This is an optimization exercise on Yosys and OpenROAD, whose aim is small area, not a production implementation. At most, simulation tests tie the RTL to the original design; equivalence was not proved. Function not checked in runs 1 to 3: the RTL went through the layout flow alone. Power is estimated from default activity; no workload was simulated.

`flow/config.mk`:
```
export PLATFORM = sky130hd
export DESIGN_NAME = sepr_top
export DESIGN_NICKNAME = sepr_top
export VERILOG_FILES = /design/flow/design.v
export SDC_FILE = /design/flow/constraint.sdc
export NUM_CORES = 4
export LEC_CHECK = 0
export CAP_MARGIN = 20
export CORE_MARGIN = 2
export CORE_UTILIZATION = 65
export SLEW_MARGIN = 20
export SYNTH_HIERARCHICAL = 1
```
`flow/constraint.sdc`:
```
create_clock -name core_clock -period 10.0 [get_ports {core_clk}]
set_input_delay 2.0000 -clock core_clock [delete_from_list [all_inputs] [get_ports {core_clk}]]
set_output_delay 2.0000 -clock core_clock [all_outputs]
set_load 0.01 [all_outputs]
```
`flow/design.v`:
```
package sepr_pkg;
   localparam int unsigned addr_w = 32;
   localparam int unsigned len_w = 20;
   localparam int unsigned word_bytes = 4;
   localparam logic last_op_read = 1'b0;
   typedef enum logic [2:0] {
      st_idle    = 3'b000,     
      st_rd_ptr  = 3'b001,     
      st_rd_hdr  = 3'b010,     
      st_rd_data = 3'b011,     
      st_updt    = 3'b100      
   } sepr_state_t;
endpackage
import sepr_pkg::*;
module sepr_ctrl_fsm (
   input  logic core_clk,
   input  logic uctl_rst_n,
   input  logic get_rd_ptrs,       
   input  logic wr_addr_en,        
   input  logic hdr_rd,            
   input  logic rd,                
   input  logic updt_rd_buf,       
   input  logic mem_ack,
   input  logic dma_dn,
   input  logic ept_updt_dn,
   input  logic buf_empty_in,      
   output logic rd_ptrs_rcvd,
   output logic buf_empty,
   output logic hdr_rd_dn,
   output logic transfer_dn,
   output logic buf_updt_dn,
   output logic mem_rd,
   output logic dma_start,
   output logic ept_req_data,
   output logic ept_updt_req,
   output logic ld_ptr,            
   output logic ld_hdr,            
   output logic wr_addr_load,      
   output logic xfer_done,         
   output logic xfer_busy          
);
   logic updt_q;                   
   assign ept_req_data = get_rd_ptrs;
   assign ld_ptr       = get_rd_ptrs;
   assign wr_addr_load = get_rd_ptrs & wr_addr_en;
   assign hdr_rd_dn    = mem_ack & mem_rd;
   assign ld_hdr       = hdr_rd_dn;
   assign xfer_done    = transfer_dn;
   always_ff @(posedge core_clk or negedge uctl_rst_n) begin
      if (!uctl_rst_n) begin
         rd_ptrs_rcvd <= 1'b0;
         buf_empty    <= 1'b0;
         mem_rd       <= 1'b0;
         dma_start    <= 1'b0;
         transfer_dn  <= 1'b0;
         ept_updt_req <= 1'b0;
         buf_updt_dn  <= 1'b0;
         updt_q       <= 1'b0;
         xfer_busy    <= 1'b0;
      end else begin
         rd_ptrs_rcvd <= get_rd_ptrs;
         buf_empty    <= get_rd_ptrs & buf_empty_in;
         mem_rd       <= hdr_rd | (mem_rd & ~mem_ack);
         dma_start    <= rd;
         transfer_dn  <= dma_dn;
         ept_updt_req <= (updt_rd_buf & ~updt_q) | (ept_updt_req & ~ept_updt_dn);
         buf_updt_dn  <= ept_updt_dn;
         updt_q       <= updt_rd_buf;
         xfer_busy    <= rd | (xfer_busy & ~transfer_dn);
      end
   end
endmodule
import sepr_pkg::*;
module sepr_ptr_regs (
   input  logic              core_clk,
   input  logic              uctl_rst_n,
   input  logic              ld_ptr,           
   input  logic              ld_hdr,           
   input  logic [addr_w-1:0] ept_start_addr,
   input  logic [addr_w-1:0] ept_end_addr,
   input  logic [addr_w-1:0] ept_rd_ptr,
   input  logic [addr_w-1:0] ept_wr_ptr,
   input  logic              ept_last_op,
   input  logic [addr_w-1:0] mem_rd_data,      
   input  logic              mem_dval,
   output logic [addr_w-1:0] start_addr,
   output logic [addr_w-1:0] end_addr,
   output logic [addr_w-1:0] rd_ptr,
   output logic [addr_w-1:0] rd_ptr_n,         
   output logic [addr_w-1:0] next_rd_ptr,      
   output logic [7:0]        lo_d,             
   output logic              buf_empty         
);
   logic [addr_w-3:0] rd_inc;                  
   logic [addr_w-2:0] rd_inc_c;
   logic              past_end;                
   logic              past_end_q;
   logic              ld_n;                    
   logic              step_wrap;               
   logic              step_keep;               
   logic [addr_w-1:0] start_d, end_d, rd_d, rd_step;
   assign ld_n      = ~ld_ptr;
   assign step_wrap = ld_n & ld_hdr & past_end_q;
   assign step_keep = ld_n & ~(ld_hdr & past_end_q);
   assign rd_step   = {rd_inc, rd_ptr[1:0]};
   for (genvar i = 0; i < addr_w; i++) begin : g_next
      sepr_ao22  u_s (.a1(ld_ptr), .a2(ept_start_addr[i]), .b1(ld_n), .b2(start_addr[i]),
                      .y(start_d[i]));
      sepr_ao22  u_e (.a1(ld_ptr), .a2(ept_end_addr[i]), .b1(ld_n), .b2(end_addr[i]),
                      .y(end_d[i]));
      sepr_ao222 u_r (.a1(ld_ptr), .a2(ept_rd_ptr[i]), .b1(step_wrap), .b2(start_addr[i]),
                      .c1(step_keep), .c2(rd_step[i]), .y(rd_d[i]));
   end
   always_ff @(posedge core_clk or negedge uctl_rst_n) begin
      if (!uctl_rst_n) begin
         start_addr <= '0;
         end_addr   <= '0;
      end else begin
         start_addr <= start_d;
         end_addr   <= end_d;
      end
   end
   assign rd_ptr_n = ~rd_ptr;
   sepr_gt u_past_end (.a_n(rd_ptr_n), .b(end_addr), .gt(past_end));
   always_ff @(posedge core_clk) begin
      past_end_q <= past_end;
   end
   assign rd_inc_c[0] = ld_hdr & ~past_end_q;
   for (genvar i = 0; i < addr_w-2; i++) begin : g_inc
      sepr_ha u_ha (.a(rd_ptr[i+2]), .b(rd_inc_c[i]), .s(rd_inc[i]), .co(rd_inc_c[i+1]));
   end
   always_ff @(posedge core_clk or negedge uctl_rst_n) begin
      if (!uctl_rst_n) begin
         rd_ptr <= '0;
      end else begin
         rd_ptr <= rd_d;
      end
   end
   logic [addr_w-1:0] hdr_d;
   for (genvar i = 0; i < addr_w; i++) begin : g_hdr
      sepr_ao22 u_h (.a1(mem_dval), .a2(mem_rd_data[i]), .b1(~mem_dval), .b2(next_rd_ptr[i]),
                     .y(hdr_d[i]));
   end
   always_ff @(posedge core_clk) begin
      next_rd_ptr <= hdr_d;
   end
   assign lo_d = {hdr_d[1:0], rd_d[1:0], end_d[1:0], start_d[1:0]};
   assign buf_empty = (ept_wr_ptr == ept_rd_ptr) && (ept_last_op == last_op_read);
endmodule
import sepr_pkg::*;
module sepr_xfer_calc (
   input  logic              core_clk,
   input  logic              uctl_rst_n,
   input  logic              wr_addr_load,      
   input  logic              xfer_done,         
   input  logic              xfer_busy,         
   input  logic [addr_w-1:0] start_addr,
   input  logic [addr_w-1:0] end_addr,
   input  logic [addr_w-1:0] rd_ptr,
   input  logic [addr_w-1:0] rd_ptr_n,          
   input  logic [addr_w-1:0] next_rd_ptr,       
   input  logic [7:0]        lo_d,              
   input  logic [addr_w-1:0] cfg_sys_wr_addr,
   output logic [len_w-1:0]  dma_len,
   output logic [addr_w-1:0] sys_wr_addr
);
   localparam int hw = addr_w - 2;    
   localparam int k1 = 8;             
   localparam int k2 = 18;            
   localparam int ks = 18;            
   localparam logic [255:0] tab_ca = 256'hffffffffffffffff0000ffffffffffff00000000ffffffff100031007310ffff;
   localparam logic [255:0] tab_cb = 256'hf731ff73fff7fffffffff731ff73fff7fff7fffff731ff73ffffffffffffffff;
   localparam logic [255:0] tab_cc1 = 256'h000010003100731073100000100031003100731000001000ff73fff7fffff731;
   localparam logic [255:0] tab_cn = 256'hffffffffffffffffffffffffffffffffffffffffffffffff1000310073100000;
   logic [hw-1:0] h_w, r_nw, s_w, e_nw;
   logic [1:0]    h_b, r_b, s_b, e_b;
   logic [7:0]    lo;
   logic          wrap;               
   logic          wrap_q;             
   logic          ysel;               
   logic          ca, cb, cc1, cn;    
   logic [1:0]    len_b;              
   logic [hw-1:0] sel_b, len_f;       
   logic [hw-1:0] a_s, b_ns;          
   logic          a_c1, b_c1, c_c1, a_c2, b_c2, c_c2, s_c1;
   logic          ca1_q, cb1_q, cw0_q, cw1_q, ca2_q, cb2_q, cc2_q, cs_q;
   logic [hw-1:0] sa;                 
   assign h_w  = next_rd_ptr[addr_w-1:2];
   assign r_nw = rd_ptr_n[addr_w-1:2];
   assign s_w  = start_addr[addr_w-1:2];
   assign e_nw = ~end_addr[addr_w-1:2];
   assign h_b  = next_rd_ptr[1:0];
   assign r_b  = rd_ptr[1:0];
   assign s_b  = start_addr[1:0];
   assign e_b  = end_addr[1:0];
   assign lo   = {h_b, r_b, e_b, s_b};
   always_ff @(posedge core_clk) begin
      ca  <= tab_ca[lo_d];            
      cb  <= tab_cb[lo_d];            
      cc1 <= tab_cc1[lo_d];           
      cn  <= tab_cn[lo_d];            
   end
   sepr_gt u_wrap (.a_n(rd_ptr_n), .b(next_rd_ptr), .gt(wrap));
   always_ff @(posedge core_clk) begin
      wrap_q <= wrap;
   end
   assign ysel  = ~xfer_busy | wrap_q;
   assign len_b = wrap_q ? 2'(h_b - r_b + e_b - s_b) : 2'(h_b - r_b);
   assign sel_b[k1-1:0] = ~(b_ns[k1-1:0] & {k1{ysel}});
   sepr_rca #(k1) u_a1 (.a(h_w[k1-1:0]), .b(r_nw[k1-1:0]), .ci(ca), .s(a_s[k1-1:0]), .co(a_c1));
   sepr_rca #(k1) u_b1 (.a(s_w[k1-1:0]), .b(e_nw[k1-1:0]), .ci(~cb), .s(b_ns[k1-1:0]), .co(b_c1));
   sepr_rca #(k1) u_c1 (.a(a_s[k1-1:0]), .b(sel_b[k1-1:0]), .ci(ysel ? cc1 : ~cn),
                        .s(len_f[k1-1:0]), .co(c_c1));
   assign sel_b[k2-1:k1] = ~(b_ns[k2-1:k1] & {(k2-k1){wrap_q}});
   sepr_rca #(k2-k1) u_a2 (.a(h_w[k2-1:k1]), .b(r_nw[k2-1:k1]), .ci(ca1_q),
                           .s(a_s[k2-1:k1]), .co(a_c2));
   sepr_rca #(k2-k1) u_b2 (.a(s_w[k2-1:k1]), .b(e_nw[k2-1:k1]), .ci(cb1_q),
                           .s(b_ns[k2-1:k1]), .co(b_c2));
   sepr_rca #(k2-k1) u_c2 (.a(a_s[k2-1:k1]), .b(sel_b[k2-1:k1]), .ci(wrap_q ? cw1_q : cw0_q),
                           .s(len_f[k2-1:k1]), .co(c_c2));
   assign sel_b[hw-1:k2] = ~(b_ns[hw-1:k2] & {(hw-k2){wrap_q}});
   sepr_rca #(hw-k2) u_a3 (.a(h_w[hw-1:k2]), .b(r_nw[hw-1:k2]), .ci(ca2_q),
                           .s(a_s[hw-1:k2]), .co());
   sepr_rca #(hw-k2) u_b3 (.a(s_w[hw-1:k2]), .b(e_nw[hw-1:k2]), .ci(cb2_q),
                           .s(b_ns[hw-1:k2]), .co());
   sepr_rca #(hw-k2) u_c3 (.a(a_s[hw-1:k2]), .b(sel_b[hw-1:k2]), .ci(cc2_q),
                           .s(len_f[hw-1:k2]), .co());
   assign dma_len = {len_f[len_w-3:0], len_b};
   sepr_rca #(ks) u_s1 (.a(sys_wr_addr[ks+1:2]), .b(len_f[ks-1:0]), .ci(|len_b),
                        .s(sa[ks-1:0]), .co(s_c1));
   sepr_rca #(hw-ks) u_s2 (.a(sys_wr_addr[addr_w-1:ks+2]), .b(len_f[hw-1:ks]), .ci(cs_q),
                           .s(sa[hw-1:ks]), .co());
   always_ff @(posedge core_clk) begin
      ca1_q <= a_c1;
      cb1_q <= b_c1;
      cw1_q <= c_c1;
      cw0_q <= ~cn | (|a_s[k1-1:0]);
      ca2_q <= a_c2;
      cb2_q <= b_c2;
      cc2_q <= c_c2;
      cs_q  <= s_c1;
   end
   logic              sys_keep, sys_step;
   logic [addr_w-1:0] sys_d;
   assign sys_step = ~wr_addr_load & xfer_done;
   assign sys_keep = ~wr_addr_load & ~xfer_done;
   for (genvar i = 0; i < 2; i++) begin : g_sys_b
      sepr_ao22  u_b (.a1(wr_addr_load), .a2(cfg_sys_wr_addr[i]), .b1(~wr_addr_load),
                      .b2(sys_wr_addr[i]), .y(sys_d[i]));
   end
   for (genvar i = 2; i < addr_w; i++) begin : g_sys_w
      sepr_ao222 u_w (.a1(wr_addr_load), .a2(cfg_sys_wr_addr[i]), .b1(sys_step), .b2(sa[i-2]),
                      .c1(sys_keep), .c2(sys_wr_addr[i]), .y(sys_d[i]));
   end
   always_ff @(posedge core_clk or negedge uctl_rst_n) begin
      if (!uctl_rst_n) begin
         sys_wr_addr <= '0;
      end else begin
         sys_wr_addr <= sys_d;
      end
   end
endmodule
module sepr_rca #(parameter int w = 8) (
   input  logic [w-1:0] a,
   input  logic [w-1:0] b,
   input  logic         ci,
   output logic [w-1:0] s,
   output logic         co
);
   logic [w:0] c;
   assign c[0] = ci;
   for (genvar i = 0; i < w; i++) begin : g_fa
      sepr_fa u_fa (.a(a[i]), .b(b[i]), .ci(c[i]), .s(s[i]), .co(c[i+1]));
   end
   assign co = c[w];
endmodule
module sepr_gt (
   input  logic [31:0] a_n,
   input  logic [31:0] b,
   output logic        gt
);
   logic [24:0] c;
   logic [7:0]  g, p;
   logic        gg, pp;
   assign c[0] = 1'b1;
   for (genvar i = 0; i < 24; i++) begin : g_maj
      sepr_maj u_maj (.a(b[i]), .b(a_n[i]), .c(c[i]), .y(c[i+1]));
   end
   assign g = b[31:24] & a_n[31:24];
   assign p = b[31:24] | a_n[31:24];
   always_comb begin
      gg = 1'b0;
      pp = 1'b1;
      for (int i = 0; i < 8; i++) begin
         gg = g[i] | (p[i] & gg);
         pp = pp & p[i];
      end
   end
   assign gt = ~(gg | (pp & c[24]));
endmodule
module sepr_fa (
   input  logic a,
   input  logic b,
   input  logic ci,
   output logic s,
   output logic co
);
   assign {co, s} = a + b + ci;
endmodule
module sepr_ha (
   input  logic a,
   input  logic b,
   output logic s,
   output logic co
);
   assign {co, s} = a + b;
endmodule
module sepr_maj (
   input  logic a,
   input  logic b,
   input  logic c,
   output logic y
);
   assign y = (a & b) | (a & c) | (b & c);
endmodule
module sepr_ao22 (
   input  logic a1,
   input  logic a2,
   input  logic b1,
   input  logic b2,
   output logic y
);
   assign y = (a1 & a2) | (b1 & b2);
endmodule
module sepr_ao222 (
   input  logic a1,
   input  logic a2,
   input  logic b1,
   input  logic b2,
   input  logic c1,
   input  logic c2,
   output logic y
);
   assign y = (a1 & a2) | (b1 & b2) | (c1 & c2);
endmodule
import sepr_pkg::*;
module sepr_top (
   input  logic              core_clk,
   input  logic              uctl_rst_n,
   input  logic              get_rd_ptrs,
   input  logic              wr_addr_en,
   input  logic              hdr_rd,
   input  logic              rd,
   input  logic              updt_rd_buf,
   output logic              rd_ptrs_rcvd,
   output logic              buf_empty,
   output logic              hdr_rd_dn,
   output logic              transfer_dn,
   output logic              buf_updt_dn,
   input  logic [addr_w-1:0] mem_rd_data,
   input  logic              mem_ack,
   input  logic              mem_dval,
   output logic [addr_w-1:0] mem_addr,
   output logic              mem_rd,
   input  logic              dma_dn,
   input  logic [addr_w-1:0] cfg_sys_wr_addr,
   output logic              dma_start,
   output logic [addr_w-1:0] dma_laddr,
   output logic [len_w-1:0]  dma_len,
   output logic [addr_w-1:0] dma_ep_start_addr,
   output logic [addr_w-1:0] dma_ep_end_addr,
   output logic [addr_w-1:0] sys_wr_addr,
   input  logic [addr_w-1:0] ept_start_addr,
   input  logic [addr_w-1:0] ept_end_addr,
   input  logic [addr_w-1:0] ept_rd_ptr,
   input  logic [addr_w-1:0] ept_wr_ptr,
   input  logic              ept_last_op,
   input  logic              ept_updt_dn,
   output logic              ept_req_data,
   output logic              ept_updt_req,
   output logic [addr_w-1:0] ept_wr_rd_ptr
);
   logic              ld_ptr;
   logic              ld_hdr;
   logic              wr_addr_load;
   logic              xfer_done;
   logic              xfer_busy;
   logic              ptr_buf_empty;    
   logic [addr_w-1:0] start_addr;
   logic [addr_w-1:0] end_addr;
   logic [addr_w-1:0] rd_ptr;
   logic [addr_w-1:0] rd_ptr_n;
   logic [addr_w-1:0] next_rd_ptr;
   logic [7:0]        lo_d;
   sepr_ctrl_fsm i_ctrl_fsm (
      .core_clk, .uctl_rst_n, .get_rd_ptrs, .wr_addr_en, .hdr_rd, .rd, .updt_rd_buf,
      .mem_ack, .dma_dn, .ept_updt_dn, .buf_empty_in(ptr_buf_empty),
      .rd_ptrs_rcvd, .buf_empty, .hdr_rd_dn, .transfer_dn, .buf_updt_dn,
      .mem_rd, .dma_start, .ept_req_data, .ept_updt_req,
      .ld_ptr, .ld_hdr, .wr_addr_load, .xfer_done, .xfer_busy
   );
   sepr_ptr_regs i_ptr_regs (
      .core_clk, .uctl_rst_n, .ld_ptr, .ld_hdr,
      .ept_start_addr, .ept_end_addr, .ept_rd_ptr, .ept_wr_ptr, .ept_last_op,
      .mem_rd_data, .mem_dval,
      .start_addr, .end_addr, .rd_ptr, .rd_ptr_n, .next_rd_ptr, .lo_d, .buf_empty(ptr_buf_empty)
   );
   sepr_xfer_calc i_xfer_calc (
      .core_clk, .uctl_rst_n, .wr_addr_load, .xfer_done, .xfer_busy,
      .start_addr, .end_addr, .rd_ptr, .rd_ptr_n, .next_rd_ptr, .lo_d, .cfg_sys_wr_addr,
      .dma_len, .sys_wr_addr
   );
   assign mem_addr          = rd_ptr;     
   assign dma_laddr         = rd_ptr;     
   assign dma_ep_start_addr = start_addr;
   assign dma_ep_end_addr   = end_addr;
   assign ept_wr_rd_ptr     = {next_rd_ptr[addr_w-1:2], 2'b00};    
endmodule
```
`flow/flow/run.sh`:
```
#!/bin/bash
# Standard ORFS layout (the standard.sh), with each port buffered by the
# smallest buffer, and a clock tree of clkbuf_8 without dummy loads.
set -euo pipefail
export BUFFER_PORTS_ARGS="-buffer_cell sky130_fd_sc_hd__buf_1"
export CTS_ARGS="-sink_clustering_enable -repair_clock_nets -dont_use_dummy_load -buf_list sky130_fd_sc_hd__clkbuf_8"
bash standard.sh finish > standard_flow.log 2>&1
```
`flow/standard.sh`:
```
#!/bin/bash
# synth_recipe.tcl (not shown) runs the flow's synth.tcl, then flattens the netlist and writes it again
# the make line also repeats each setting of config.mk as NAME=value (left out here)
make -C /OpenROAD-flow-scripts/flow DESIGN_CONFIG=/design/flow/config.mk WORK_HOME=/design/flow/orfs CLKGATE_MAP_FILE= SYNTH_SCRIPT=/design/flow/synth_recipe.tcl "${@:-finish}"
```
==> results of run 1 <==
[layout make-up]
type / count / area (um^2)
Inverter: 137 / 514
Clock buffer: 17 / 234
Antenna cell: 1 / 2.50
Tap cell: 225 / 282
Multi-Input combinational cell: 535 / 5990
Sequential cell: 183 / 4350
Fill cell: 1234 / 4000
Timing Repair Buffer: 434 / 1680
[Yosys stat by module (local to each module, per instance), excerpt]
module	cells	flip-flops and latches
sepr_ptr_regs	218	129
sepr_xfer_calc	184	45
sepr_ctrl_fsm	23	9
sepr_top	35	0
sepr_gt	14	0
sepr_fa	1	0
sepr_ao222	2	0
sepr_ha	1	0
sepr_maj	1	0
sepr_ao22	1	0
[metrics by stage]
step / instances / hold WS [ns] / instance area, um^2 / util / total power (uW)
floorplan: 909 / 0.370 / 11200 / - / 2260
global placement: 1513 / 0.425 / 12800 / 0.750 / 2770
detailed placement: 1513 / 0.435 / 12800 / 0.750 / 2850
CTS: 1530 / 0.451 / 13000 / 0.764 / 3230
global route: 1532 / 0.477 / 13100 / 0.766 / 3520
finish: 1532 / 0.452 / 13100 / 0.766 / 3270
[sequential cells by signal, summed over array words and instances, names as in the netlist, 32 cells and up]
name / flops
i_ptr_regs.start_addr: 32
i_ptr_regs.end_addr: 32
i_xfer_calc.sys_wr_addr: 32
i_ptr_regs.rd_ptr: 32
i_ptr_regs.next_rd_ptr: 32
[placed cells by master (no fill, tap or decap), types with 4 or more instances in the layout]
| cell type | instances |
|---|---|
| clkbuf_8 | 17 |
| a222oi_1 | 62 |
| o21ai_0 | 9 |
| buf_4 | 12 |
| ha_1 | 33 |
| conb_1 | 4 |
| xor2_1 | 31 |
| dfxtp_1 | 46 |
| inv_1 | 135 |
| xnor2_1 | 7 |
| nor4_1 | 8 |
| and3_1 | 5 |
| a22o_1 | 98 |
| nand2b_1 | 4 |
| a22oi_1 | 6 |
| dfrtp_1 | 137 |
| o22ai_1 | 6 |
| fa_1 | 117 |
| buf_1 | 419 |
| maj3_2 | 49 |
| nor2_1 | 5 |
| nand2_1 | 38 |
[per-layer routing]
layer,global-route usage,vias up
li1,-,4000
met1,0.492,4719
met2,0.648,681
met3,0.101,118
met4,0.188,2
met5,0,-
[kinds of logic after synthesis]
logic type,Yosys count
multiplexers,2
XOR/XNOR,39
adder cells (fa/ha/maj),202
other,3
AND/OR/NAND/NOR,79
flip-flops,183
AO/OA/AOI/OAI,209
buffers and inverters,191
[repair_timing]
action                     4_1_cts  5_1_grt
buffers inserted                 0        1
hold endpoints to repair         0        0
setup endpoints to repair        0        1
resized for setup                0        4
[final timing paths]
kind / from / to / slack [ns] / depth (start not counted)
setup / recovery: i_ptr_regs.next_rd_ptr[0]$_DFF_P_ / i_xfer_calc.sys_wr_addr[19]$_DFF_PN0_ / 0.21 / 30
setup reg to reg: i_ptr_regs.next_rd_ptr[0]$_DFF_P_ / i_xfer_calc.sys_wr_addr[19]$_DFF_PN0_ / 0.21 / 30
max in group asynchronous: uctl_rst_n / i_ptr_regs.rd_ptr[25]$_DFF_PN0_ / 6.65 / 3
min in group asynchronous: uctl_rst_n / i_ctrl_fsm.ept_updt_req$_DFF_PN0_ / 1.58 / 1
hold reg to reg: i_ctrl_fsm.updt_q$_DFF_PN0_ / i_ctrl_fsm.ept_updt_req$_DFF_PN0_ / 0.45 / 1
hold / removal: i_ctrl_fsm.updt_q$_DFF_PN0_ / i_ctrl_fsm.ept_updt_req$_DFF_PN0_ / 0.45 / 1
[power by group through the flow]
stage / logic (uW) / clock network, uW / registers, uW
after floorplan: 1190 / 0 / 1070
after global placement: 1720 / 0 / 1050
after detailed placement: 1790 / 0 / 1060
after CTS: 1800 / 389 / 1040
after global routing: 2040 / 412 / 1070
final: 1840 / 385 / 1050
==> flow_summary.json, run 1 <==
{
  "status": "no timing/DRC/antenna violations",
  "synth_top_family_by_area": "adder cells",
  "wl_met1_um": 12800,
  "period_needed_ns": 9.79,
  "area_delta_synth_final_pct": 16.6,
  "synthesis.area_um2": 11200,
  "die_height_um": 135,
  "drv_slew": 0,
  "grt_pass1_vias": 9448,
  "die_area_um2": 18300,
  "worstSetupPathType": "flip-flop to flip-flop",
  "crit_fanout": 3,
  "arrival_ns": 10.15,
  "relSlewSlack": 0.258,
  "clockPowerShare": 0.118,
  "max_cap_viol_count": 0,
  "required_ns": 10.36,
  "drc": 0,
  "ant_nets": 0,
  "cts.reportedPaths.clkPinSlew_ns": 0.10,
  "p_sw_uw": 1440,
  "synthMuxAreaShare": 0.00190,
  "synth_most_common_cell": "dfrtp_1",
  "core_area_um2": 17100,
  "hold_buffers": 0,
  "cts.sinks": 183,
  "power_frac_seq": 0.320,
  "grt_pass1_wl_um": 53200,
  "clock_skew_ns": 0.0287,
  "post-place-ws_ns": 0.232,
  "synth_warnings": 10,
  "switching_share": 0.440,
  "vias": 9520,
  "ir_worst_vdd_mv": 0.156,
  "internal-power_uw": 1830,
  "ctsRootBufferMaster": "clkbuf_8",
  "tightest_slew_ns": 1.10,
  "wl_met3_um": 3590,
  "critPathLaunchType": "flip-flop",
  "wl_per_cell_um": 23.4,
  "first_pass_iters": 8,
  "netlist_top_cells_area": "dfrtp_1 31%, fa_1 21%, dfxtp_1 8.2%, a22o_1 7.7%, a222oi_1 5.5%",
  "synth_top_area_cell": "dfrtp_1",
  "die_x_um": 135,
  "hp-class": "flip-flop to flip-flop",
  "grt_max_degree": 66,
  "synth_fa_ha_area_frac": 0.301,
  "pwr_density_cell_nw_per_um2": 250,
  "antenna_found_initial": 2,
  "viasPerCell": 6.21,
  "tns_ns": 0,
  "ys_seq_area_frac": 0.388,
  "crit_family": "adder cells",
  "numCtsBuffers": 17,
  "setup_viol": 0,
  "syn_inst": 908,
  "synth.distinct_cells": 52,
  "clockBufferDepth": 2,
  "final_hold_viol_count": 0,
  "yosys_most_used_dff": "dfrtp_1",
  "start_util": 0.657,
  "portBuffers": 422,
  "synthArstFlopShare": 0.749,
  "final_layout_size_suffix_gt1_frac": 0.0712,
  "cpMostUsedCell": "fa_1",
  "topRoutingLayerUsed": "met5",
  "synth-compound-area-share": 0.163,
  "finalWirelength_um": 35800,
  "ys_ff_latch": 183,
  "finalCritPeriodShare": 0.979,
  "crit_slowest_cell": "fa_1",
  "dp_hpwl_um": 28000,
  "drt-initial-drc-count": 1070,
  "synth_top_area_share": 0.306,
  "grt_overflow": 0,
  "synth-edff-count": 0,
  "clock_latency_ns": 0.47,
  "htreeDepth": 4,
  "synth-simple-area-share": 0.0350,
  "track_usage": 0.394,
  "rows": 48,
  "fmax_mhz": 102,
  "worst_slack_ns": 0.206,
  "cp-end-kind": "flip-flop",
  "synth-xor-area-share": 0.0305,
  "place.gp.congestion": 0.925,
  "leakage_uw": 0.00571,
  "synth_commonest_cells": "137 x dfrtp_1, 136 x inv_1, 120 x fa_1",
  "slowest_delay_ns": 0.45,
  "critPathBufInv": 3,
  "power_frac_comb": 0.562,
  "syn_avg_cell_area_um2": 12.3,
  "pin_count": 425,
  "layout.nets": 1665,
  "dr_wl_met2_um": 17700,
  "tritoncts": "done"
}
==> inputs of run 2 (changes only) <==
--- a/flow/design.v
+++ b/flow/design.v
@@ -172,6 +172,10 @@
    localparam logic [255:0] tab_cb = 256'hf731ff73fff7fffffffff731ff73fff7fff7fffff731ff73ffffffffffffffff;
    localparam logic [255:0] tab_cc1 = 256'h000010003100731073100000100031003100731000001000ff73fff7fffff731;
    localparam logic [255:0] tab_cn = 256'hffffffffffffffffffffffffffffffffffffffffffffffff1000310073100000;
+   localparam logic [255:0] tab_lb0_0 = 256'h0000ffff0000ffffffff0000ffff00000000ffff0000ffffffff0000ffff0000;
+   localparam logic [255:0] tab_lb0_1 = 256'h00000000ffffffffffff00000000ffffffffffff000000000000ffffffff0000;
+   localparam logic [255:0] tab_lb1_0 = 256'h5a5aa5a55a5aa5a5a5a55a5aa5a55a5a5a5aa5a55a5aa5a5a5a55a5aa5a55a5a;
+   localparam logic [255:0] tab_lb1_1 = 256'h39c6639cc6399c639c6339c6639cc639c6399c6339c6639c639cc6399c6339c6;
    logic [hw-1:0] h_w, r_nw, s_w, e_nw;
    logic [1:0]    h_b, r_b, s_b, e_b;
    logic [7:0]    lo;
@@ -205,7 +209,7 @@
       wrap_q <= wrap;
    end
    assign ysel  = ~xfer_busy | wrap_q;
-   assign len_b = wrap_q ? 2'(h_b - r_b + e_b - s_b) : 2'(h_b - r_b);
+   assign len_b = wrap_q ? {tab_lb1_1[lo], tab_lb1_0[lo]} : {tab_lb0_1[lo], tab_lb0_0[lo]};
    assign sel_b[k1-1:0] = ~(b_ns[k1-1:0] & {k1{ysel}});
    sepr_rca #(k1) u_a1 (.a(h_w[k1-1:0]), .b(r_nw[k1-1:0]), .ci(ca), .s(a_s[k1-1:0]), .co(a_c1));
    sepr_rca #(k1) u_b1 (.a(s_w[k1-1:0]), .b(e_nw[k1-1:0]), .ci(~cb), .s(b_ns[k1-1:0]), .co(b_c1));
==> run 2 against run 1 <==
Still clean on timing, DRC and antenna. Global-route usage rose by 0.28 points. Cell area up 0.25%. Register-to-register slack better by 0.34 ns. Critical path type unchanged. Largest cell class unchanged.
==> flow_summary.json, run 2 <==
{
  "antenna_cells": 0,
  "die_height_um": 136,
  "relSlewSlack": 0.350,
  "finalCritPeriodShare": 0.945,
  "final_layout_size_suffix_gt1_frac": 0.0708,
  "drt-initial-drc-count": 1036,
  "tns_ns": 0,
  "antenna_found_initial": 2,
  "wl_per_cell_um": 23.3,
  "synth.distinct_cells": 56,
  "synth_most_common_cell": "dfrtp_1",
  "grt_max_degree": 74,
  "drv_slew": 0,
  "drc": 0,
  "hold_slack_ns": 0.422,
  "rows": 48,
  "pwr_density_cell_nw_per_um2": 249,
  "max_cap_viol_count": 0,
  "cts_setup_buffers": 0,
  "synthesis.area_um2": 11300,
  "cts.sinks": 183,
  "die_x_um": 136,
  "hp-class": "flip-flop to flip-flop",
  "grt_pass1_vias": 9415,
  "cts.reportedPaths.clkPinSlew_ns": 0.11,
  "fmax_mhz": 106,
  "layout_commonest_cell": "buf_1",
  "final_cell_mix": "419 x buf_1, 137 x dfrtp_1, 133 x inv_1",
  "cp-end-kind": "flip-flop",
  "place.gp.congestion": 0.896,
  "fin_area_um2": 13100,
  "arrival_ns": 9.84,
  "worstSetupPathType": "flip-flop to flip-flop",
  "syn_inst": 917,
  "clock_skew_ns": 0.0433,
  "dpl_cell_area_um2": 12900,
  "required_ns": 10.39,
  "period_needed_ns": 9.45,
  "finalWirelength_um": 35800,
  "grt_pass1_wl_um": 53500,
  "htreeDepth": 4,
  "ys_ff_latch": 183,
  "seq_area_um2": 4350,
  "synth_warnings": 10,
  "start_util": 0.658,
  "portBuffers": 422,
  "syn_avg_cell_area_um2": 12.3,
  "ctsRootBufferMaster": "clkbuf_8",
  "synth_top_area_cell": "dfrtp_1",
  "multiInputGateArea_um2": 6050,
  "clockBufferDepth": 2,
  "synth_commonest_cells": "137 x dfrtp_1, 134 x inv_1, 120 x fa_1",
  "ys_seq_area_frac": 0.386,
  "status": "no timing/DRC/antenna violations",
  "area_delta_synth_final_pct": 16.2,
  "yosys_most_used_dff": "dfrtp_1",
  "tritoncts": "done",
  "p_total_uw": 3260,
  "first_pass_iters": 9,
  "critPathLaunchType": "flip-flop",
  "track_usage": 0.397,
  "final_hold_viol_count": 0,
  "pin_count": 425,
  "die_area_um2": 18400,
  "ant_nets": 0,
  "synth_top_area_share": 0.304,
  "setup_viol": 0,
  "ir_worst_vdd_mv": 0.154,
  "grt_overflow": 0,
  "numCtsBuffers": 17,
  "crit_fanout": 4,
  "netlist_top_cells_area": "dfrtp_1 30%, fa_1 21%, dfxtp_1 8.2%, a22o_1 7.6%, a222oi_1 5.5%",
  "clock_latency_ns": 0.49,
  "postLayoutCoreUtil": 0.765,
  "dp_hpwl_um": 28200,
  "hold_buffers": 0,
  "core_area_um2": 17100,
  "n_fill_cell": 1265,
  "vias": 9450,
  "synthArstFlopShare": 0.749,
  "post_cts_resized": 0,
  "tightest_slew_ns": 0.973,
  "layout.nets": 1669,
  "leakage_uw": 0.00572,
  "viasPerCell": 6.14,
  "rsz0062_at_grt": "false",
  "synth-edff-count": 0
}
==> run 2: path summary, 6_finish.rpt <==
check	from	endpoint	slack, ns	depth (start not counted)
setup / recovery	i_ptr_regs.end_addr[2]$_DFF_PN0_	i_xfer_calc.sys_wr_addr[19]$_DFF_PN0_	0.55	24
hold / removal	i_xfer_calc.cn$_DFF_P_	i_xfer_calc.cw0_q$_DFF_P_	0.42	1
setup reg to reg	i_ptr_regs.end_addr[2]$_DFF_PN0_	i_xfer_calc.sys_wr_addr[19]$_DFF_PN0_	0.55	24
hold reg to reg	i_xfer_calc.cn$_DFF_P_	i_xfer_calc.cw0_q$_DFF_P_	0.42	1
max in group asynchronous	uctl_rst_n	i_ptr_regs.rd_ptr[23]$_DFF_PN0_	6.80	2
min in group asynchronous	uctl_rst_n	i_ctrl_fsm.buf_updt_dn$_DFF_PN0_	1.66	1
==> run 2: layer usage <==
layer | vias to the layer above | GRT usage | part of all wire
met4 | 4 | 0.197 | 0.049
met5 | - | 0 | 0.00084
met1 | 4684 | 0.498 | 0.36
met2 | 620 | 0.630 | 0.48
li1 | 4025 | - | -
met3 | 117 | 0.123 | 0.11
==> run 2: cells by family (layout without fill, tap and decap cells) <==
group / count (synthesis) / in the layout / synth area share
adder cells (fa/ha/maj): 201 / 201 / 0.297
flip-flops: 183 / 183 / 0.386
XOR/XNOR: 38 / 38 / 0.0302
other: 3 / 4 / 0.000999
AO/OA/AOI/OAI: 209 / 209 / 0.162
buffers and inverters: 189 / 584 / 0.0788
multiplexers: 4 / 4 / 0.00366
AND/OR/NAND/NOR: 90 / 90 / 0.0413
==> run 2: power by group <==
part	total (uW)	internal, uW	switching (uW)
clock network	388	150	238
registers	1050	876	170
logic	1820	793	1030
total	3260	1820	1440
==> run 2: per-module statistics from Yosys, one instance, submodules excluded, excerpt <==
module / flip-flops and latches / copies in the design
sepr_ao22: 0 / 98
sepr_ctrl_fsm: 9 / 1
sepr_fa: 0 / 120
sepr_gt: 0 / 2
sepr_ha: 0 / 30
sepr_ptr_regs: 129 / 1
sepr_top: 0 / 1
sepr_xfer_calc: 45 / 1
==> run 2: stage by stage <==
step                setup WS (ns)  instances
floorplan                    1.08        918
global placement            0.807       1521
detailed placement          0.645       1521
CTS                         0.636       1538
global route                0.207       1538
finish                      0.547       1538
==> run 2: area by class of cell <==
type | instances | area share
Timing Repair Buffer | 432 | 0.127
Multi-Input combinational cell | 546 | 0.462
Sequential cell | 183 | 0.332
Inverter | 135 | 0.0387
Tap cell | 225 | 0.0215
Clock buffer | 17 | 0.0179
==> run 2: critical path: stages (launching register included) <==
cell and delay, ns:
dfrtp_1 0.41, inv_1 0.07, fa_1 0.43, fa_1 0.50
nand2_1 0.07, fa_1 0.44, fa_1 0.42, fa_1 0.41
fa_1 0.41, fa_1 0.49, fa_1 0.45, fa_1 0.41
fa_1 0.44, fa_1 0.42, fa_1 0.39, fa_1 0.39
fa_1 0.40, fa_1 0.46, fa_1 0.42, fa_1 0.40
fa_1 0.39, fa_1 0.39, fa_1 0.45, a222oi_1 0.22
inv_1 0.06
==> inputs of run 3 (changes only) <==
--- a/flow/design.v
+++ b/flow/design.v
@@ -98,7 +98,7 @@
    logic              ld_n;                    
    logic              step_wrap;               
    logic              step_keep;               
-   logic [addr_w-1:0] start_d, end_d, rd_d, rd_step;
+   logic [addr_w-1:0] start_d, end_d, rd_n_d, rd_step;
    assign ld_n      = ~ld_ptr;
    assign step_wrap = ld_n & ld_hdr & past_end_q;
    assign step_keep = ld_n & ~(ld_hdr & past_end_q);
@@ -108,8 +108,8 @@
                       .y(start_d[i]));
       sepr_ao22  u_e (.a1(ld_ptr), .a2(ept_end_addr[i]), .b1(ld_n), .b2(end_addr[i]),
                       .y(end_d[i]));
-      sepr_ao222 u_r (.a1(ld_ptr), .a2(ept_rd_ptr[i]), .b1(step_wrap), .b2(start_addr[i]),
-                      .c1(step_keep), .c2(rd_step[i]), .y(rd_d[i]));
+      sepr_aoi222 u_r (.a1(ld_ptr), .a2(ept_rd_ptr[i]), .b1(step_wrap), .b2(start_addr[i]),
+                       .c1(step_keep), .c2(rd_step[i]), .y(rd_n_d[i]));
    end
    always_ff @(posedge core_clk or negedge uctl_rst_n) begin
       if (!uctl_rst_n) begin
@@ -120,7 +120,7 @@
          end_addr   <= end_d;
       end
    end
-   assign rd_ptr_n = ~rd_ptr;
+   assign rd_ptr = ~rd_ptr_n;
    sepr_gt u_past_end (.a_n(rd_ptr_n), .b(end_addr), .gt(past_end));
    always_ff @(posedge core_clk) begin
       past_end_q <= past_end;
@@ -131,9 +131,9 @@
    end
    always_ff @(posedge core_clk or negedge uctl_rst_n) begin
       if (!uctl_rst_n) begin
-         rd_ptr <= '0;
+         rd_ptr_n <= '1;
       end else begin
-         rd_ptr <= rd_d;
+         rd_ptr_n <= rd_n_d;
       end
    end
    logic [addr_w-1:0] hdr_d;
@@ -144,7 +144,7 @@
    always_ff @(posedge core_clk) begin
       next_rd_ptr <= hdr_d;
    end
-   assign lo_d = {hdr_d[1:0], rd_d[1:0], end_d[1:0], start_d[1:0]};
+   assign lo_d = {hdr_d[1:0], ~rd_n_d[1:0], end_d[1:0], start_d[1:0]};
    assign buf_empty = (ept_wr_ptr == ept_rd_ptr) && (ept_last_op == last_op_read);
 endmodule
 import sepr_pkg::*;
@@ -347,6 +347,17 @@
 );
    assign y = (a1 & a2) | (b1 & b2) | (c1 & c2);
 endmodule
+module sepr_aoi222 (
+   input  logic a1,
+   input  logic a2,
+   input  logic b1,
+   input  logic b2,
+   input  logic c1,
+   input  logic c2,
+   output logic y
+);
+   assign y = ~((a1 & a2) | (b1 & b2) | (c1 & c2));
+endmodule
 import sepr_pkg::*;
 module sepr_top (
    input  logic              core_clk,
==> run 3 against run 2 <==
Clock power hardly changed. Cell area is 0.54% lower. Critical path depth grew 2. Critical path type unchanged. Hold slack worse by 0.023 ns. Die area shrank 0.75%. Core utilization is 1.5 points higher. Synthesized cell count decreased by 3.5%. First-iteration DRC count is 8.0% higher.
==> flow_summary.json, run 3 <==
{
  "drt-initial-drc-count": 1119,
  "finalWirelength_um": 36300,
  "tritoncts": "done",
  "hold_path_end": "i_xfer_calc.cw0_q$_DFF_P_",
  "dp_hpwl_um": 28500,
  "start_util": 0.669,
  "critPathLaunchType": "flip-flop",
  "crit_start": "i_ptr_regs.rd_ptr_n[0]$_DFF_PN1_",
  "p_sw_uw": 1450,
  "clockPowerShare": 0.118,
  "hp-start": "i_xfer_calc.cn$_DFF_P_",
  "portBuffers": 422,
  "layout.nets": 1638,
  "cts.reportedPaths.clkPinSlew_ns": 0.10,
  "reg2reg_slack_ns": 0.32,
  "period_needed_ns": 9.68,
  "final_layout_size_suffix_gt1_frac": 0.0967,
  "syn_avg_cell_area_um2": 12.6,
  "first_pass_iters": 7,
  "area_delta_synth_final_pct": 16.5,
  "arrival_ns": 10.04,
  "rsz0062_at_grt": "false",
  "tns_ns": 0,
  "p_total_uw": 3280,
  "synth_commonest_cells": "120 x fa_1, 105 x dfrtp_1, 104 x inv_1",
  "hold_buffers": 0,
  "ant_nets": 0,
  "ir_worst_vdd_mv": 0.186,
  "post_cts_resized": 0,
  "cpMostUsedCell": "fa_1",
  "rows": 47,
  "slowest_delay_ns": 0.55,
  "numCtsBuffers": 17,
  "die_height_um": 135,
  "leakage_uw": 0.00554,
  "relSlewSlack": 0.233,
  "cts.sinks": 183,
  "reg2regPathDepth": 26,
  "die_area_um2": 18300,
  "synth_warnings": 10,
  "grt_max_degree": 80,
  "clock_latency_ns": 0.48,
  "pwr_density_cell_nw_per_um2": 252,
  "ctsRootBufferMaster": "clkbuf_8",
  "antenna_found_initial": 5,
  "synth-edff-count": 0,
  "layout_commonest_cell": "buf_1",
  "wl_met1_um": 13100,
  "cts_setup_buffers": 0,
  "die_x_um": 135,
  "power_frac_seq": 0.325,
  "clock_skew_ns": 0.0409,
  "synth.distinct_cells": 57,
  "drv_slew": 0,
  "netlist_top_cells_area": "dfrtp_1 24%, fa_1 21%, dfxtp_1 8.2%, a22o_1 7.7%, dfstp_2 7.5%",
  "crit_slowest_cell": "dfstp_2",
  "rr_endpoint": "i_xfer_calc.sys_wr_addr[19]$_DFF_PN0_",
  "setup_viol": 0,
  "cp-end-kind": "flip-flop",
  "status": "no timing/DRC/antenna violations",
  "grt_pass1_wl_um": 54300,
  "final_hold_viol_count": 0,
  "worstHoldPathCells": 1,
  "final_cell_mix": "419 x buf_1, 120 x fa_1, 105 x dfrtp_1",
  "syn_inst": 885,
  "tightest_slew_ns": 1.14,
  "worstSetupPathType": "flip-flop to flip-flop",
  "topRoutingLayerUsed": "met4",
  "synthesis.area_um2": 11200,
  "synth_top_area_cell": "dfrtp_1",
  "wl_met3_um": 3400,
  "max_cap_viol_count": 0,
  "ys_ff_latch": 183,
  "vias": 9507,
  "worstReg2RegStart": "i_ptr_regs.rd_ptr_n[0]$_DFF_PN1_",
  "core_area_um2": 16700,
  "synth_most_common_cell": "fa_1",
  "track_usage": 0.401,
  "viasPerCell": 6.31,
  "ys_seq_area_frac": 0.393,
  "power_frac_comb": 0.558,
  "crit_fanout": 8,
  "n_fill_cell": 1175,
  "grt_pass1_vias": 9503,
  "finalCritPeriodShare": 0.968,
  "drc": 0,
  "required_ns": 10.36,
  "dr_wl_met2_um": 17900,
  "clockBufferDepth": 2,
  "place.gp.congestion": 0.962,
  "wl_per_cell_um": 24.1,
  "yosys_most_used_dff": "dfrtp_1",
  "switching_share": 0.441,
  "hp-class": "flip-flop to flip-flop",
  "internal-power_uw": 1830,
  "grt_overflow": 0,
  "htreeDepth": 4,
  "synth_top_area_share": 0.235,
  "synthArstFlopShare": 0.749,
  "pin_count": 425,
  "fmax_mhz": 103
}
run 3: layer usage:
| layer | GRT usage | vias to the layer above |
|---|---|---|
| met1 | 0.509 | 4756 |
| met2 | 0.668 | 666 |
| met4 | 0.192 | 0 |
| met5 | 0 | - |
| met3 | 0.0797 | 116 |
| li1 | - | 3969 |
run 3: logic make-up after synthesis:
kind of cell,share of synthesized area
xor gates and xnor gates,0.0304
AOI/OAI and AO/OA,0.163
buffers and inverters,0.0680
adders and majority gates,0.300
and+or+nand+nor,0.0416
DFF,0.393
other,0.00101
muxes,0.00369
run 3: worst max-delay path: cells and delay by family (launching register included):
family / cells / cell delay (ns)
flops: 1 / 0.55
fa+ha+maj: 18 / 7.44
compound gates: 3 / 0.73
mux: 1 / 0.32
simple gates: 2 / 0.36
buf+inv: 2 / 0.20
run 3: power groups by stage:
stage               registers, uW  clock network (uW)  logic, uW
global route                 1090                 416       2030
floorplan                    1080                   0       1190
CTS                          1060                 390       1820
global placement             1070                   0       1730
finish                       1060                 387       1830
detailed placement           1080                   0       1800
run 3: per-module statistics from Yosys (local to each module, per instance), excerpt:
module | copies in the design | flops+latches
sepr_fa | 120 | 0
sepr_top | 1 | 0
sepr_ptr_regs | 1 | 129
sepr_ctrl_fsm | 1 | 9
sepr_ao22 | 98 | 0
sepr_ao222 | 30 | 0
sepr_maj | 48 | 0
sepr_xfer_calc | 1 | 45
sepr_gt | 2 | 0
sepr_ha | 30 | 0
sepr_aoi222 | 32 | 0
run 3: worst max-delay path by stage:
stage	to	slack [ns]	depth (start not counted)
4_1_cts	i_xfer_calc.sys_wr_addr[19]$_DFF_PN0_	0.46	26
3_5_place_dp	i_xfer_calc.sys_wr_addr[19]$_DFF_PN0_	0.47	26
5_1_grt	i_xfer_calc.sys_wr_addr[19]$_DFF_PN0_	0.08	26
2_1_floorplan	i_xfer_calc.sys_wr_addr[19]$_DFF_PN0_	1.09	24
6_report	i_xfer_calc.sys_wr_addr[19]$_DFF_PN0_	0.32	26
3_3_place_gp	i_xfer_calc.sys_wr_addr[19]$_DFF_PN0_	0.76	26
run 3: metrics by stage:
stage                     setup slack, ns  cells  cell area [um^2]  hold WS, ns   util
after global routing               0.0812   1507             13000        0.409  0.780
after CTS                           0.461   1502             13000        0.399  0.779
after floorplan                      1.09    886             11200        0.367      -
after detailed placement            0.470   1485             12800        0.405  0.765
final                               0.318   1507             13000        0.399  0.780
after global placement              0.759   1485             12800        0.398  0.765
run 3: final cells by class:
| type | instances | area, um^2 | area share |
|---|---|---|---|
| sequential | 183 | 4390 | 0.337 |
| multi-input combinational | 546 | 6050 | 0.465 |
| timing repair buffer | 431 | 1660 | 0.128 |
| antenna | 5 | 12.5 | 0.000961 |
| inverter | 105 | 394 | 0.0303 |
| tap | 220 | 275 | 0.0211 |
| clock buffer | 17 | 234 | 0.0180 |
==> inputs of run 4 (changes only) <==
--- a/flow/design.v
+++ b/flow/design.v
@@ -172,10 +172,6 @@
    localparam logic [255:0] tab_cb = 256'hf731ff73fff7fffffffff731ff73fff7fff7fffff731ff73ffffffffffffffff;
    localparam logic [255:0] tab_cc1 = 256'h000010003100731073100000100031003100731000001000ff73fff7fffff731;
    localparam logic [255:0] tab_cn = 256'hffffffffffffffffffffffffffffffffffffffffffffffff1000310073100000;
-   localparam logic [255:0] tab_lb0_0 = 256'h0000ffff0000ffffffff0000ffff00000000ffff0000ffffffff0000ffff0000;
-   localparam logic [255:0] tab_lb0_1 = 256'h00000000ffffffffffff00000000ffffffffffff000000000000ffffffff0000;
-   localparam logic [255:0] tab_lb1_0 = 256'h5a5aa5a55a5aa5a5a5a55a5aa5a55a5a5a5aa5a55a5aa5a5a5a55a5aa5a55a5a;
-   localparam logic [255:0] tab_lb1_1 = 256'h39c6639cc6399c639c6339c6639cc639c6399c6339c6639c639cc6399c6339c6;
    logic [hw-1:0] h_w, r_nw, s_w, e_nw;
    logic [1:0]    h_b, r_b, s_b, e_b;
    logic [7:0]    lo;
@@ -209,7 +205,7 @@
       wrap_q <= wrap;
    end
    assign ysel  = ~xfer_busy | wrap_q;
-   assign len_b = wrap_q ? {tab_lb1_1[lo], tab_lb1_0[lo]} : {tab_lb0_1[lo], tab_lb0_0[lo]};
+   assign len_b = wrap_q ? 2'(h_b - r_b + e_b - s_b) : 2'(h_b - r_b);
    assign sel_b[k1-1:0] = ~(b_ns[k1-1:0] & {k1{ysel}});
    sepr_rca #(k1) u_a1 (.a(h_w[k1-1:0]), .b(r_nw[k1-1:0]), .ci(ca), .s(a_s[k1-1:0]), .co(a_c1));
    sepr_rca #(k1) u_b1 (.a(s_w[k1-1:0]), .b(e_nw[k1-1:0]), .ci(~cb), .s(b_ns[k1-1:0]), .co(b_c1));
==> run 4 against run 3 <==
Count of clock-buffer cells in the layout stayed put. Core utilization is 0.080 points higher. First-iteration DRC count grew 1.8%. Hold slack improved by 0.037 ns. Fmax is 1.2% lower. Critical path type unchanged. Critical endpoint unchanged. Largest cell class unchanged. Largest power group unchanged.
==> flow_summary.json, run 4 <==
{
  "finalWirelength_um": 35700,
  "rows": 47,
  "core_area_um2": 16600,
  "period_needed_ns": 9.80,
  "synth.distinct_cells": 53,
  "cpMostUsedCell": "fa_1",
  "setup_viol": 0,
  "relSlewSlack": 0.344,
  "fmax_mhz": 102,
  "tritoncts": "done",
  "synth-compound-area-share": 0.164,
  "tns_ns": 0,
  "layout.nets": 1634,
  "final_cell_mix": "419 x buf_1, 116 x fa_1, 105 x inv_1, 105 x dfrtp_1, 98 x a22o_1",
  "vias": 9370,
  "finalCritPeriodShare": 0.980,
  "grt_max_degree": 66,
  "leakage_uw": 0.00553,
  "worstSetupPathType": "flip-flop to flip-flop",
  "htreeDepth": 4,
  "synth_warnings": 10,
  "synth_top_area_share": 0.236,
  "synthesis.area_um2": 11100,
  "cp-end-kind": "flip-flop",
  "area_delta_synth_final_pct": 16.8,
  "die_height_um": 135,
  "die_area_um2": 18200,
  "first_pass_iters": 7,
  "ctsRootBufferMaster": "clkbuf_8",
  "clock_latency_ns": 0.48,
  "layout_commonest_cell": "buf_1",
  "yosys_most_used_dff": "dfrtp_1",
  "portBuffers": 422,
  "tightest_slew_ns": 0.982,
  "cts.reportedPaths.clkPinSlew_ns": 0.09,
  "synth_fa_ha_area_frac": 0.303,
  "grt_pass1_vias": 9383,
  "pwr_density_cell_nw_per_um2": 253,
  "ys_seq_area_frac": 0.395,
  "critPathLaunchType": "flip-flop",
  "antenna_found_initial": 3,
  "track_usage": 0.402,
  "clock_skew_ns": 0.0272,
  "start_util": 0.668,
  "synthMuxAreaShare": 0.00191,
  "ys_ff_latch": 183,
  "arrival_ns": 10.16,
  "place.gp.congestion": 0.975,
  "syn_avg_cell_area_um2": 12.7,
  "synthArstFlopShare": 0.749,
  "numCtsBuffers": 17,
  "drv_slew": 0,
  "synth_top_area_cell": "dfrtp_1",
  "die_x_um": 135,
  "crit_slowest_cell": "dfstp_2",
  "grt_overflow": 0,
  "slowest_delay_ns": 0.56,
  "max_cap_viol_count": 0,
  "pin_count": 425,
  "viasPerCell": 6.25,
  "crit_fanout": 4,
  "final_hold_viol_count": 0,
  "drt-initial-drc-count": 1139,
  "synth_most_common_cell": "fa_1",
  "cts.sinks": 183,
  "clockBufferDepth": 2,
  "final_layout_size_suffix_gt1_frac": 0.0988,
  "grt_pass1_wl_um": 54000,
  "status": "no timing/DRC/antenna violations",
  "synth-edff-count": 0,
  "ant_nets": 0,
  "synth-simple-area-share": 0.0352,
  "drc": 0,
  "dp_hpwl_um": 28000,
  "netlist_top_cells_area": "dfrtp_1 24%, fa_1 22%, dfxtp_1 8.3%, a22o_1 7.7%, dfstp_2 7.6%",
  "required_ns": 10.36,
  "synth_commonest_cells": "120 x fa_1, 106 x inv_1, 105 x dfrtp_1",
  "cts_setup_buffers": 0,
  "hp-class": "flip-flop to flip-flop",
  "p_total_uw": 3280,
  "rsz0062_at_grt": "false",
  "synth-xor-area-share": 0.0307,
  "wl_per_cell_um": 23.8,
  "ir_worst_vdd_mv": 0.133,
  "syn_inst": 876,
  "synth_top_family_by_area": "adder cells"
}
## run 4: area by class of cell
cell class	count	area [um^2]
multi-input cells	535	6000
flip-flops and latches	183	4390
fillers	1192	3650
repair buffers	433	1680
inverters	107	402
well taps	220	275
clock buffers	17	234
diodes	4	10.0
## run 4: power by group
group	switching [uW]	total (uW)	internal, uW
sequential	170	1060	891
combinational	1030	1840	803
clock	236	387	151
total	1440	3280	1840
## run 4: final timing paths
path                            cells past startpoint                               endpoint                              from  slack, ns
worst min register to register                      1              i_xfer_calc.cw0_q$_DFF_P_            i_xfer_calc.cn$_DFF_P_       0.44
worst max register to register                     30  i_xfer_calc.sys_wr_addr[19]$_DFF_PN0_  i_ptr_regs.rd_ptr_n[0]$_DFF_PN1_       0.20
worst min-delay path                                1              i_xfer_calc.cw0_q$_DFF_P_            i_xfer_calc.cn$_DFF_P_       0.44
worst max-delay path                               30  i_xfer_calc.sys_wr_addr[19]$_DFF_PN0_  i_ptr_regs.rd_ptr_n[0]$_DFF_PN1_       0.20
min in group asynchronous                           1      i_ctrl_fsm.ept_updt_req$_DFF_PN0_                        uctl_rst_n       1.53
max in group asynchronous                           2    i_ptr_regs.start_addr[13]$_DFF_PN0_                        uctl_rst_n       7.38
## run 4: logic make-up (layout without fill, tap and decap cells)
logic type | after synthesis | count (layout)
compound gates | 209 | 209
xor+xnor | 39 | 39
fa+ha+maj | 202 | 202
buf+inv | 159 | 557
flops | 183 | 183
mux | 2 | 2
other cells | 3 | 8
simple gates | 79 | 79
## run 4: critical path, delay by kind of cell, from the launching register on
| family | cells | cell delay [ns] |
|---|---|---|
| fa+ha+maj | 21 | 7.95 |
| flops | 1 | 0.56 |
| xor+xnor | 3 | 0.46 |
| simple gates | 2 | 0.31 |
| compound gates | 1 | 0.22 |
| buf+inv | 3 | 0.20 |
## run 4: modules after synthesis, one instance, submodules excluded, excerpt
module          cell area (um^2)  cells inside
sepr_xfer_calc              1800           184
sepr_ctrl_fsm                312            23
sepr_ptr_regs               3660           218
sepr_ao22                   8.76             1
sepr_top                     259            35
sepr_ha                     12.5             1
sepr_gt                     91.3            14
## run 4: layer usage
layer  track usage  up-vias  wire, um
met3        0.0905      107      3660
met5             0        -        12
met1         0.516     4698     12700
met2         0.650      614     17600
met4         0.197        2      1640
li1              -     3949         -
## run 4: timing repair
action / 4_1_cts / 5_1_grt
hold buffers: 0 / 0
endpoints found under the setup margin: 0 / 1
gates resized for setup: 0 / 5
## run 4: metrics by stage
| stage | area, um^2 | cells | setup WS, ns | hold slack (ns) | util |
|---|---|---|---|---|---|
| floorplan | 11100 | 877 | 0.562 | 0.370 | - |
| global placement | 12700 | 1478 | 0.222 | 0.408 | 0.764 |
| detailed placement | 12700 | 1478 | 0.0652 | 0.398 | 0.764 |
| CTS | 13000 | 1495 | 0.0514 | 0.435 | 0.778 |
| global route | 13000 | 1497 | 0.00330 | 0.445 | 0.780 |
| finish | 13000 | 1499 | 0.203 | 0.436 | 0.780 |
==> inputs of run 5 (changes only) <==
--- a/flow/design.v
+++ b/flow/design.v
@@ -279,11 +279,11 @@
    input  logic [31:0] b,
    output logic        gt
 );
-   logic [24:0] c;
+   logic [24:1] c;
    logic [7:0]  g, p;
    logic        gg, pp;
-   assign c[0] = 1'b1;
-   for (genvar i = 0; i < 24; i++) begin : g_maj
+   assign c[1] = b[0] | a_n[0];       
+   for (genvar i = 1; i < 24; i++) begin : g_maj
       sepr_maj u_maj (.a(b[i]), .b(a_n[i]), .c(c[i]), .y(c[i+1]));
    end
    assign g = b[31:24] & a_n[31:24];
--- a/flow/config.mk
+++ b/flow/config.mk
@@ -7,6 +7,6 @@
 export LEC_CHECK = 0
 export CAP_MARGIN = 20
 export CORE_MARGIN = 2
-export CORE_UTILIZATION = 65
+export CORE_UTILIZATION = 50
 export SLEW_MARGIN = 20
 export SYNTH_HIERARCHICAL = 1
==> run 5 against run 4 <==
Final cell count up 3.7%. Global-route usage is 8.3 points lower. Critical path depth unchanged. Non-clock buffer count fell by 1. Sequential power hardly changed. Area after synthesis down 0.16%. Fmax is 1.4% higher. Power shrank 1.2%. Combinational power decreased by 3%. Routed wire length rose by 2.9%. Clock power rose by 1%. First-iteration DRC count is 23% lower. Critical path type unchanged.
==> flow_summary.json, run 5 <==
{
  "power_frac_comb": 0.552,
  "seq_area_um2": 4390,
  "reg2regPathDepth": 30,
  "synthArstFlopShare": 0.749,
  "wl_per_cell_um": 23.6,
  "crit_family": "adder cells",
  "synth_top_area_share": 0.237,
  "htreeDepth": 4,
  "synthesis.area_um2": 11100,
  "arrival_ns": 10.02,
  "fmax_mhz": 103,
  "worstSetupPathType": "flip-flop to flip-flop",
  "crit_cells": 30,
  "worstHoldPathCells": 1,
  "ys_seq_area_frac": 0.395,
  "ctsRootBufferMaster": "clkbuf_8",
  "crit_slowest_cell": "dfstp_2",
  "clockBufferDepth": 2,
  "netlist_top_cells_area": "dfrtp_1 24%, fa_1 22%, dfxtp_1 8.3%, a22o_1 7.7%, dfstp_2 7.6%",
  "synth_warnings": 10,
  "cts.sinks": 183,
  "grt_max_degree": 71,
  "layout.nets": 1631,
  "p_sw_uw": 1410,
  "syn_inst": 874,
  "worst_slack_ns": 0.337,
  "area_delta_synth_final_pct": 17.4,
  "finalWirelength_um": 36700,
  "synth_commonest_cells": "120 x fa_1, 106 x inv_1, 105 x dfrtp_1",
  "grt_overflow": 0,
  "place.gp.congestion": 0.924,
  "p_total_uw": 3240,
  "dp.cells": 1535,
  "post-place-ws_ns": 0.0601,
  "stdcell_count": 1555,
  "ir_worst_vdd_mv": 0.115,
  "yosys_most_used_dff": "dfrtp_1",
  "max_cap_viol_count": 0,
  "numCtsBuffers": 17,
  "ant_nets": 0,
  "synth_most_common_cell": "fa_1",
  "synth-edff-count": 0,
  "grt_pass1_wl_um": 55900,
  "track_usage": 0.318,
  "period_needed_ns": 9.66,
  "start_util": 0.509,
  "multiInputGateArea_um2": 5980,
  "drc": 0,
  "pin_count": 425,
  "dp_hpwl_um": 28800,
  "hold_slack_ns": 0.440,
  "first_pass_iters": 8,
  "internal-power_uw": 1840,
  "fin_area_um2": 13000,
  "portBuffers": 422,
  "die_x_um": 153,
  "dpl_cell_area_um2": 12800,
  "ys_ff_latch": 183,
  "final_hold_viol_count": 0,
  "slowest_delay_ns": 0.54,
  "die_area_um2": 23400,
  "clock_latency_ns": 0.47,
  "pwr_density_cell_nw_per_um2": 249,
  "cp-end-kind": "flip-flop",
  "setup_viol": 0,
  "power_frac_seq": 0.327,
  "core_area_um2": 21800,
  "critPathBufInv": 3,
  "drv_slew": 0,
  "synth.distinct_cells": 54,
  "cts_setup_buffers": 0,
  "die_height_um": 153,
  "status": "no timing/DRC/antenna violations",
  "syn_avg_cell_area_um2": 12.7,
  "grt_pass1_vias": 9151,
  "crit_fanout": 4,
  "n_fill_cell": 1951,
  "tritoncts": "done",
  "cpMostUsedCell": "fa_1",
  "antenna_found_initial": 2,
  "required_ns": 10.35,
  "relSlewSlack": 0.294,
  "drt-initial-drc-count": 877,
  "leakage_uw": 0.00550,
  "vias": 8938,
  "final_cell_mix": "419 x buf_1, 113 x fa_1, 105 x inv_1, 105 x dfrtp_1, 98 x a22o_1",
  "switching_share": 0.434,
  "final_layout_size_suffix_gt1_frac": 0.0998,
  "hp-class": "flip-flop to flip-flop",
  "critPathLaunchType": "flip-flop",
  "cts.reportedPaths.clkPinSlew_ns": 0.10,
  "synth_top_area_cell": "dfrtp_1",
  "layout_commonest_cell": "buf_1",
  "viasPerCell": 5.75,
  "tightest_slew_ns": 1.06,
  "clockPowerShare": 0.121,
  "finalCritPeriodShare": 0.966,
  "rows": 54,
  "clock_skew_ns": 0.0387
}
==> run 5: logic make-up after synthesis <==
| logic type | after synthesis | synth area share |
|---|---|---|
| DFF | 183 | 0.395 |
| AOI/OAI and AO/OA | 209 | 0.164 |
| other | 1 | 0.000338 |
| and+or+nand+nor | 81 | 0.0364 |
| buffers and inverters | 159 | 0.0692 |
| xor gates and xnor gates | 39 | 0.0308 |
| muxes | 2 | 0.00192 |
| adders and majority gates | 200 | 0.301 |
==> run 5: layer usage <==
metal  GRT usage  up-vias  part of all wire
met5           0        -                 0
met4       0.110        0             0.026
met3      0.0488       47             0.063
met2       0.533      436              0.50
met1       0.427     4521              0.41
li1            -     3934                 -
==> run 5: layout make-up <==
cell class / count / area share
multi-input combinational: 533 / 0.459
sequential: 183 / 0.337
timing repair buffer: 432 / 0.128
inverter: 107 / 0.0308
tap: 280 / 0.0269
clock buffer: 17 / 0.0180
antenna: 3 / 0.000576
==> run 5: Yosys stat by module (local to each module, per instance), excerpt <==
module / flops+latches / cell area [um^2]
sepr_aoi222: 0 / 10.0
sepr_top: 0 / 259
sepr_ha: 0 / 12.5
sepr_gt: 0 / 93.8
sepr_ctrl_fsm: 9 / 312
sepr_ao22: 0 / 8.76
==> run 5: power groups by stage <==
| stage | clock, uW | sequential, uW | combinational [uW] |
|---|---|---|---|
| 3_3_place_gp | 0 | 1070 | 1730 |
| 5_1_grt | 435 | 1090 | 2030 |
| 4_1_cts | 406 | 1060 | 1780 |
| 2_1_floorplan | 0 | 1080 | 1190 |
| 3_5_place_dp | 0 | 1080 | 1770 |
| 6_report | 392 | 1060 | 1790 |
==> run 5: per-stage QoR <==
step                       util  setup TNS (ns)
after floorplan               -               0
after global placement    0.585               0
after detailed placement  0.585               0
after CTS                 0.596               0
after global routing      0.597         -0.0124
final                     0.597               0
==> run 5: path summary, 6_finish.rpt <==
path                                                   from                                     to  slack (ns)
max                        i_ptr_regs.rd_ptr_n[0]$_DFF_PN1_  i_xfer_calc.sys_wr_addr[19]$_DFF_PN0_        0.34
min                             i_ctrl_fsm.updt_q$_DFF_PN0_      i_ctrl_fsm.ept_updt_req$_DFF_PN0_        0.44
max reg2reg                i_ptr_regs.rd_ptr_n[0]$_DFF_PN1_  i_xfer_calc.sys_wr_addr[19]$_DFF_PN0_        0.34
min reg2reg                     i_ctrl_fsm.updt_q$_DFF_PN0_      i_ctrl_fsm.ept_updt_req$_DFF_PN0_        0.44
max in group asynchronous                        uctl_rst_n         i_ctrl_fsm.buf_empty$_DFF_PN0_        6.74
min in group asynchronous                        uctl_rst_n            i_ctrl_fsm.updt_q$_DFF_PN0_        1.77
==> run 5: timing repair <==
item | CTS | global route
endpoints found under the setup margin | 0 | 1
resized for setup | 0 | 7
hold buffers | 0 | 0

==> port drivers added, routing unchanged <==
No port has a modelled driver above. Below, the same layouts with a new extraction and two added sets of constraints.
Step 1 assumes that a clkbuf_16 drives the clock port and a buf_2 every other input.
Step 2, shift: input delay + t, output delay - t, t = (earliest + latest rising clock arrival at the registers) / 2. This alone moves slack from input paths to output paths.
Slacks: ideal ports / drivers / drivers and shift; pairs: ideal ports / drivers.
| run | t (ns) | setup slack, ns | worst setup path at the end |
|---|---|---|---|
| run 1 | 0.497 | 0.206 / 0.206 / 0.206 | register to register |
| run 2 | 0.510 | 0.547 / 0.547 / 0.547 | register to register |
| run 3 | 0.496 | 0.318 / 0.318 / 0.318 | register to register |
| run 4 | 0.504 | 0.203 / 0.203 / 0.203 | register to register |
| run 5 | 0.493 | 0.337 / 0.337 / 0.337 | register to register |
After both steps every run listed still meets setup and hold.
